This is an optimization exercise on Yosys and OpenROAD, whose aim is small area, a short achievable clock period and few clock cycles, not a production implementation. At most, simulation tests tie the RTL to the original design; equivalence was not proved. Power and IR drop assume default switching activity.

// millisecond_timer_slot_table_unit
module millisecond_timer_slot_table_unit (
   input  logic        clock,
   input  logic        reset,
   input  logic        req_tvalid,
   output logic        req_tready,
   input  logic [7:0]  req_tdata,   
   input  logic [1:0]  req_tuser,   
   output logic        rsp_tvalid,
   input  logic        rsp_tready,
   output logic [39:0] rsp_tdata
);
   localparam int SLOTS = msts_pkg::SLOTS;
   localparam int CW    = msts_pkg::COUNT_WIDTH;
   logic [SLOTS-1:0] used_ff;
   logic [7:0]       owner_ff [SLOTS];
   logic [CW-1:0]    stamp_ff [SLOTS];
   logic [CW-1:0]    tick_cnt_ff;
   logic             s0_v_ff;
   logic             s0_tick_ff, s0_start_ff, s0_stop_ff, s0_read_ff;
   logic [7:0]       s0_id_ff;
   logic [SLOTS-1:0] s0_eq_ff;
   logic             s0_hit_ff;
   logic          e_v_ff;
   logic          e_success_ff;
   logic [3:0]    e_slot_ff;
   logic          e_show_ff;
   logic          e_running_ff;
   logic [CW-1:0] e_stamp_ff;
   logic          out_v_ff;
   logic          out_success_ff;
   logic [3:0]    out_slot_ff;
   logic [CW-1:0] out_elapsed_ff;
   logic          out_running_ff;
   logic adv, ex, nfull_ff;
   assign adv        = !out_v_ff || rsp_tready;
   assign req_tready = nfull_ff || rsp_tready;
   assign ex         = s0_v_ff && adv;
   logic [SLOTS-1:0] free1, claim, release_;
   logic [SLOTS-1:0] claim_s, release_s;
   logic             hit, anyfree, stop_rest;
   logic             is_tick, is_start, is_stop, is_read;
   logic [3:0]       hit_idx, free_idx;
   logic [CW-1:0]    hit_stamp;
   assign is_tick  = s0_tick_ff;
   assign is_start = s0_start_ff;
   assign is_stop  = s0_stop_ff;
   assign is_read  = s0_read_ff;
   always_comb begin
      logic seen_free;
      seen_free = 1'b0;
      hit_idx   = '0;
      free_idx  = '0;
      hit_stamp = '0;
      stop_rest = 1'b0;
      for (int i = 0; i < SLOTS; i++) begin
         free1[i]  = !used_ff[i] && !seen_free;
         seen_free = seen_free || !used_ff[i];
  ...
For scale: about 1,300 cells after synthesis, roughly 490 flip-flops, roughly 0.020 mm2 of cells after synthesis.
Settings: LEC_CHECK=0, ABC_CLOCK_PERIOD_IN_PS=2200, CAP_MARGIN=20, CORE_MARGIN=2, CORE_UTILIZATION=55, SETUP_SLACK_MARGIN=2.3, SLEW_MARGIN=20; clock period 4.5 ns.
standard.sh (not shown) runs the stock make flow with config.mk's settings and CLKGATE_MAP_FILE= SYNTH_SCRIPT=/design/flow/synth_recipe.tcl, a recipe that flattens the netlist after the stock synthesis.
==> flow/flow/run.sh <==
#!/bin/bash
set -o pipefail
export CTS_ARGS="-sink_clustering_enable -repair_clock_nets -dont_use_dummy_load -sink_clustering_size 18 -sink_clustering_max_diameter 45 -buf_list {sky130_fd_sc_hd__clkbuf_8 sky130_fd_sc_hd__clkbuf_16} -sink_clustering_buffer sky130_fd_sc_hd__clkbuf_8 -root_buf sky130_fd_sc_hd__clkbuf_16"
bash standard.sh > standard.log 2>&1
The starting point went through all stages and came out clean.
Testbench counts at the start, summed over its fixed seeds: cycles 4,824.
==> next run, changes <==
==> flow/flow/run.sh (replaced) <==
#!/bin/bash
set -o pipefail
export CTS_ARGS="-sink_clustering_enable -repair_clock_nets -dont_use_dummy_load -sink_clustering_size 24 -sink_clustering_max_diameter 60 -buf_list {sky130_fd_sc_hd__clkbuf_8 sky130_fd_sc_hd__clkbuf_16}"
bash standard.sh > standard.log 2>&1
- CORE_UTILIZATION: 55 -> 40
- TNS_END_PERCENT: unset -> 10
After rerunning: Wire length came out lower by 2.5%. Die area went up by about 37%. Total power rose by 4.5%. Cell count rose by 12%. Critical path depth is unchanged. Worst setup slack stays flat. Cell area goes up by 3.0%. Clock power grows by about 14%. Flip-flop and latch count does not change.
==> next run, changes <==
- CORE_UTILIZATION: 40 -> 65
- TNS_END_PERCENT: 10 -> unset
Outcome: The changed run finished with timing, DRC and antenna clean; register-to-register slack hardly moves; setup slack is better by 0.022 ns; final cell count goes down by 14%; routed wire length goes down by 1.4%; final area goes down by 2.8%; power goes down by 1.0%; sequential share of layout area goes up by 1.9 points.
==> next run, changes <==
- CORE_UTILIZATION: 65 -> 40
Worst setup slack got worse by 0.036 ns.
Via count is lower by 2.2%.
Wire length is higher by 1.5%.
Clock power is higher by about 4%.
==> next run, changes <==
==> flow/flow/run.sh (replaced) <==
#!/bin/bash
set -o pipefail
export CTS_ARGS="-sink_clustering_enable -repair_clock_nets -dont_use_dummy_load -sink_clustering_size 32 -sink_clustering_max_diameter 70 -buf_list {sky130_fd_sc_hd__clkbuf_8 sky130_fd_sc_hd__clkbuf_16}"
bash standard.sh > standard.log 2>&1
- ABC_CLOCK_PERIOD_IN_PS: 2200 -> 2300
- CORE_UTILIZATION: 40 -> 55
- SETUP_SLACK_MARGIN: 2.3 -> 2.15
=> Setup slack loses 0.029 ns. Core utilization grows by 16 points. Design area shrinks by about 3%.

---

millisecond_timer_slot_table_unit, a different RTL version from the one above (not shown whole).
Size: about 490 flip-flops, roughly 56 I/O pins, roughly 20000 sq um of cells after synthesis.
Settings: LEC_CHECK=0, ABC_CLOCK_PERIOD_IN_PS=2500, CAP_MARGIN=20, CORE_MARGIN=2, CORE_UTILIZATION=40, SETUP_SLACK_MARGIN=2.0, SLEW_MARGIN=20; clock period 4.5 ns.
run.sh (not shown) runs the stock make flow with config.mk's settings and CLKGATE_MAP_FILE= SYNTH_SCRIPT=/design/flow/synth_recipe.tcl, a recipe that flattens the netlist after the stock synthesis.
Stock flow here: none of the scripts above is used.
Rerun with:
Settings changed: ABC_CLOCK_PERIOD_IN_PS 2500 to 2100, CORE_UTILIZATION 40 to 60, SETUP_SLACK_MARGIN 2.0 to 2.4.
Effect: Cell count goes down by a few percent; total power goes up slightly; routed wire length goes up by a few percent; sequential power barely changes; cell area goes up by a few percent; sequential share of layout area goes down by 2.6 points; first-iteration DRC count goes up by roughly a tenth; clock-buffer cell count goes up by 3; combinational power goes up by a quarter to a third; clock power is about the same.
No functional check of the RTL was part of any run of this note.

---

run A:
RTL: one of the versions met above, not the one the previous note started from.
For scale: about 1300 cells after synthesis, ~490 flip-flops, about 20000 um^2 of cells after synthesis.
Design millisecond_timer_slot_table_unit, start of the top module:
module millisecond_timer_slot_table_unit (
   input  logic        clock,
   input  logic        reset,
   input  logic        req_tvalid,
   output logic        req_tready,
   input  logic [7:0]  req_tdata,   
   input  logic [1:0]  req_tuser,   
   output logic        rsp_tvalid,
   input  logic        rsp_tready,
   output logic [39:0] rsp_tdata
);
   localparam int SLOTS = msts_pkg::SLOTS;
   localparam int CW    = msts_pkg::COUNT_WIDTH;
   logic [SLOTS-1:0] used_ff;
   logic [7:0]       owner_ff [SLOTS];
   logic [CW-1:0]    stamp_ff [SLOTS];
   logic [CW-1:0]    tick_cnt_ff;
   logic             s0_v_ff;
   logic             s0_tick_ff, s0_start_ff, s0_stop_ff, s0_read_ff;
   logic [7:0]       s0_id_ff;
   logic [SLOTS-1:0] s0_eq_ff;
   logic             s0_hit_ff;
   logic          e_v_ff;
   logic          e_success_ff;
   logic [3:0]    e_slot_ff;
   logic          e_show_ff;
   logic          e_running_ff;
   logic [CW-1:0] e_stamp_ff;
   logic          out_v_ff;
   logic          out_success_ff;
   logic [3:0]    out_slot_ff;
   logic [CW-1:0] out_elapsed_ff;
   logic          out_running_ff;
   logic adv, ex, nfull_ff;
   assign adv        = !out_v_ff || rsp_tready;
   assign req_tready = nfull_ff || rsp_tready;
   assign ex         = s0_v_ff && adv;
   logic [SLOTS-1:0] free1, claim, release_;
   logic [SLOTS-1:0] claim_s, release_s;
   logic             hit, anyfree, stop_rest;
   logic             is_tick, is_start, is_stop, is_read;
   logic [3:0]       hit_idx, free_idx;
   logic [CW-1:0]    hit_stamp;
   assign is_tick  = s0_tick_ff;
   assign is_start = s0_start_ff;
   assign is_stop  = s0_stop_ff;
   assign is_read  = s0_read_ff;
   always_comb begin
      logic seen_free;
      seen_free = 1'b0;
      hit_idx   = '0;
      free_idx  = '0;
      hit_stamp = '0;
      stop_rest = 1'b0;
      for (int i = 0; i < SLOTS; i++) begin
  ...
==> flow/config.mk <==
export PLATFORM = sky130hd
export DESIGN_NAME = millisecond_timer_slot_table_unit
export DESIGN_NICKNAME = millisecond_timer_slot_table_unit
export VERILOG_FILES = /design/flow/design.v
export SDC_FILE = /design/flow/constraint.sdc
export NUM_CORES = 4
export LEC_CHECK = 0
export ABC_CLOCK_PERIOD_IN_PS = 2200
export CAP_MARGIN = 20
export CORE_MARGIN = 2
export CORE_UTILIZATION = 55
export PLACE_DENSITY = 0.75
export SETUP_SLACK_MARGIN = 2.3
export SLEW_MARGIN = 20
==> flow/constraint.sdc <==
create_clock -name core_clock -period 4.5 [get_ports {clock}]
set_input_delay 0.9000 -clock core_clock [delete_from_list [all_inputs] [get_ports {clock}]]
set_output_delay 0.9000 -clock core_clock [all_outputs]
set_load 0.01 [all_outputs]
standard.sh (not shown) runs the stock make flow with config.mk's settings and CLKGATE_MAP_FILE= SYNTH_SCRIPT=/design/flow/synth_recipe.tcl, a recipe that flattens the netlist after the stock synthesis.
==> flow/flow/run.sh <==
#!/bin/bash
set -o pipefail
export CTS_ARGS="-sink_clustering_enable -repair_clock_nets -dont_use_dummy_load -sink_clustering_size 24 -sink_clustering_max_diameter 60 -buf_list {sky130_fd_sc_hd__clkbuf_8 sky130_fd_sc_hd__clkbuf_16}"
bash standard.sh > standard.log 2>&1
Testbench counts of run A, summed over its fixed seeds: cycles 4,824.
Modified inputs, run B compared to run A
# run A
export LEC_CHECK = 0
export ABC_CLOCK_PERIOD_IN_PS = 2200
export CAP_MARGIN = 20
export CORE_MARGIN = 2
export CORE_UTILIZATION = 55
export PLACE_DENSITY = 0.75
export SETUP_SLACK_MARGIN = 2.3
export SLEW_MARGIN = 20
create_clock -name core_clock -period 4.5 [get_ports {clock}]
# run B
export LEC_CHECK = 0
export ABC_CLOCK_PERIOD_IN_PS = 2200
export CAP_MARGIN = 20
export CORE_MARGIN = 2
export CORE_UTILIZATION = 40
export SETUP_SLACK_MARGIN = 2.3
export SLEW_MARGIN = 20
create_clock -name core_clock -period 4.5 [get_ports {clock}]
==> flow/run.sh (new file) <==
#!/bin/bash
# synth_recipe.tcl (not shown) runs the flow's synth.tcl, then flattens the netlist and writes it again
# the make line also repeats each setting of config.mk as NAME=value (left out here)
make -C /OpenROAD-flow-scripts/flow DESIGN_CONFIG=/design/flow/config.mk WORK_HOME=/design/flow/orfs CLKGATE_MAP_FILE= SYNTH_SCRIPT=/design/flow/synth_recipe.tcl finish
removed: flow/flow/run.sh
removed: flow/standard.sh
--- outcome ---
Re worst-case clock buffer depth: no difference whatsoever between run B and run A.
Area enclosed by the die boundary in run B is about 37% higher than in run A
Run B vs run A on number of cells in the design after placement: run B is the higher one.
Of run B and run A, the run reporting the higher global-route track usage on met2 was run A.
Input-level comparison between run C and run B:
# run B
export LEC_CHECK = 0
export ABC_CLOCK_PERIOD_IN_PS = 2200
export CAP_MARGIN = 20
export CORE_MARGIN = 2
export CORE_UTILIZATION = 40
export SETUP_SLACK_MARGIN = 2.3
export SLEW_MARGIN = 20
create_clock -name core_clock -period 4.5 [get_ports {clock}]
# run C
export LEC_CHECK = 0
export ABC_AREA = 1
export ABC_CLOCK_PERIOD_IN_PS = 2200
export CAP_MARGIN = 20
export CORE_MARGIN = 2
export CORE_UTILIZATION = 40
export SETUP_SLACK_MARGIN = 2.3
export SLEW_MARGIN = 20
create_clock -name core_clock -period 4.5 [get_ports {clock}]
==> flow/flow/run.sh (new file) <==
#!/bin/bash
set -o pipefail
export CTS_ARGS="-sink_clustering_enable -repair_clock_nets -dont_use_dummy_load -sink_clustering_size 24 -sink_clustering_max_diameter 60 -buf_list {sky130_fd_sc_hd__clkbuf_8 sky130_fd_sc_hd__clkbuf_16}"
bash standard.sh > standard.log 2>&1
==> flow/standard.sh (new file) <==
#!/bin/bash
# synth_recipe.tcl (not shown) runs the flow's synth.tcl, then flattens the netlist and writes it again
# the make line also repeats each setting of config.mk as NAME=value (left out here)
make -C /OpenROAD-flow-scripts/flow DESIGN_CONFIG=/design/flow/config.mk WORK_HOME=/design/flow/orfs CLKGATE_MAP_FILE= SYNTH_SCRIPT=/design/flow/synth_recipe.tcl "${@:-finish}"
removed: flow/run.sh
In the reports for run B and run C, the smaller worst hold slack belongs to run B.
On first-pass GRT wire length, run C does worse than run B.
Lower area after synthesis among run B and run C: run B
Changes in run D relative to run C:
# run C
export LEC_CHECK = 0
export ABC_AREA = 1
export ABC_CLOCK_PERIOD_IN_PS = 2200
export CAP_MARGIN = 20
export CORE_MARGIN = 2
export CORE_UTILIZATION = 40
export SETUP_SLACK_MARGIN = 2.3
export SLEW_MARGIN = 20
create_clock -name core_clock -period 4.5 [get_ports {clock}]
# run D
export LEC_CHECK = 0
export ABC_CLOCK_PERIOD_IN_PS = 2200
export CAP_MARGIN = 20
export CORE_MARGIN = 2
export CORE_UTILIZATION = 55
export SETUP_SLACK_MARGIN = 2.3
export SLEW_MARGIN = 20
create_clock -name core_clock -period 4.5 [get_ports {clock}]
Results
- On mapped cell area, run D does better than run C.
- Compared with run C, run D shows a lower first-pass GRT wire length.
- Looking at number of well-tap cells placed, run D sits 211 lower than run C does.
- The die width in run D sits 15% below the value recorded for run C.
- [compare] base=run C new=run D: met2 track demand over resource in global routing grew by 9.9 points, tightest slew margin relative to the limit shrank by 2.7 points, wire length on met3 shrank by 1.0 mm, count of filler cells inserted in the layout shrank by 1765.
- Between run C and run D, global placement routability congestion is lower for run C, run D comes in above that.

---

== nickel ==
Starting RTL as in the previous note.
Design millisecond_timer_slot_table_unit, start of the top module:
module millisecond_timer_slot_table_unit (
   input  logic        clock,
   input  logic        reset,
   input  logic        req_tvalid,
   output logic        req_tready,
   input  logic [7:0]  req_tdata,   
   input  logic [1:0]  req_tuser,   
   output logic        rsp_tvalid,
   input  logic        rsp_tready,
   output logic [39:0] rsp_tdata
);
   localparam int SLOTS = msts_pkg::SLOTS;
   localparam int CW    = msts_pkg::COUNT_WIDTH;
   logic [SLOTS-1:0] used_ff;
   logic [7:0]       owner_ff [SLOTS];
   logic [CW-1:0]    stamp_ff [SLOTS];
   logic [CW-1:0]    tick_cnt_ff;
   logic             s0_v_ff;
   logic             s0_tick_ff, s0_start_ff, s0_stop_ff, s0_read_ff;
   logic [7:0]       s0_id_ff;
   logic [SLOTS-1:0] s0_eq_ff;
   logic             s0_hit_ff;
   logic          e_v_ff;
   logic          e_success_ff;
   logic [3:0]    e_slot_ff;
   logic          e_show_ff;
   logic          e_running_ff;
   logic [CW-1:0] e_stamp_ff;
   logic          out_v_ff;
   logic          out_success_ff;
  ...
export LEC_CHECK = 0
export ABC_CLOCK_PERIOD_IN_PS = 2200
export CAP_MARGIN = 20
export CORE_MARGIN = 2
export CORE_UTILIZATION = 40
export SETUP_SLACK_MARGIN = 2.3
export SLEW_MARGIN = 20
create_clock -name core_clock -period 4.5 [get_ports {clock}]
==> flow/flow/run.sh <==
#!/bin/bash
set -o pipefail
export CTS_ARGS="-sink_clustering_enable -repair_clock_nets -dont_use_dummy_load -sink_clustering_size 20 -sink_clustering_max_diameter 50 -buf_list sky130_fd_sc_hd__clkbuf_8 -sink_clustering_buffer sky130_fd_sc_hd__clkbuf_8 -root_buf sky130_fd_sc_hd__clkbuf_8"
bash standard.sh > standard.log 2>&1
Testbench counts of nickel, summed over its fixed seeds: cycles 4,824.
Relative to nickel, the following input files were edited for tundra:
- a change of CORE_UTILIZATION from 40 to 55
- a change of SETUP_SLACK_MARGIN from 2.3 to 2.5
- a change of ABC_CLOCK_PERIOD_IN_PS from 2200 to 2000
==> flow/flow/run.sh <==
#!/bin/bash
set -o pipefail
export CTS_ARGS="-sink_clustering_enable -repair_clock_nets -dont_use_dummy_load -sink_clustering_size 24 -sink_clustering_max_diameter 60 -buf_list {sky130_fd_sc_hd__clkbuf_8 sky130_fd_sc_hd__clkbuf_16}"
bash standard.sh > standard.log 2>&1
- Of tundra and nickel, the run reporting the higher transition at the pin with the smallest max-transition slack was nickel.
- Taking nickel as the reference, in tundra post-route clock period utilization lower; buffer count excluding the clock tree in the final layout higher.
- Measured against each other, tundra and nickel differ in first-pass GRT wire length, the lower figure coming from nickel.
- There was hardly any difference in tightest hold margin between nickel and tundra.
#### Input delta (yarrow over tundra)
- SETUP_SLACK_MARGIN now 2.15, was 2.5
- ABC_CLOCK_PERIOD_IN_PS now 2300, was 2000
--- outcome ---
Data-path buffer share of cell area in the final layout: yarrow < tundra
tundra → yarrow: buffers inserted during post-CTS setup optimization now smaller; area growth from synthesis to layout now smaller.
Summary of yarrow over tundra: total chip power lost about 0.7%; part of the total power dissipated in combinational logic now sits lower.
Compared with tundra, yarrow ends up with a smaller final cell area.
Non-clock buffer count | yarrow below tundra
| hold slack | lower: yarrow |
In the flow results for tundra and yarrow, the total track usage is smaller on yarrow.

## what the ideal ports hide
The flow's constraints put no driver on any port. The routed layouts listed below were extracted and timed again, unchanged, in two steps.
Step 1 sets driving cells, clkbuf_16 on the clock port and buf_2 on the other inputs (assumed; they add their load-dependent delay and slew).
Step 2 also shifts input and output timing later by t, the mid clock arrival at the registers, as if the neighbouring blocks saw the same clock.
a / b / c = ideal ports / drivers / drivers and shift; a / b = the first two.
run	t, ns	setup slack, ns	hold WS [ns]	slew at the worst register clock pin (ns)
the first run of note 1	0.593	2.181 / 2.142 / 1.815	0.426 / 0.426 / 0.426	0.10 / 0.10
the second run of note 1	0.575	2.183 / 2.140 / 1.763	0.421 / 0.421 / 0.421	0.09 / 0.09
the third run of note 1	0.565	2.205 / 2.174 / 1.786	0.424 / 0.424 / 0.424	0.09 / 0.09
the fourth run of note 1	0.590	2.169 / 2.139 / 1.684	0.412 / 0.412 / 0.412	0.09 / 0.09
the fifth run of note 1	0.619	2.140 / 2.140 / 1.647	0.422 / 0.422 / 0.422	0.09 / 0.09
the first run of note 2	0.607	2.043 / 2.018 / 1.525	0.422 / 0.422 / 0.422	0.07 / 0.07
the second run of note 2	0.613	2.166 / 2.132 / 1.898	0.418 / 0.418 / 0.418	0.06 / 0.06
run A	0.616	2.156 / 2.125 / 1.611	0.419 / 0.419 / 0.419	0.09 / 0.09
run B	0.648	2.158 / 2.128 / 1.588	0.416 / 0.416 / 0.416	0.07 / 0.07
run C	0.590	2.035 / 1.991 / 1.756	0.422 / 0.422 / 0.422	0.10 / 0.10
run D	0.582	2.203 / 2.170 / 1.728	0.426 / 0.426 / 0.426	0.09 / 0.09
nickel	0.672	2.157 / 2.126 / 1.513	0.421 / 0.421 / 0.421	0.12 / 0.12
tundra	0.571	2.190 / 2.149 / 1.799	0.423 / 0.423 / 0.423	0.09 / 0.09
yarrow	0.580	2.196 / 2.148 / 1.694	0.418 / 0.418 / 0.418	0.09 / 0.09
After both steps every run listed still meets setup and hold. For nickel, which loses most, drivers alone change the setup slack by -0.031 ns; drivers and shift together by -0.644 ns.
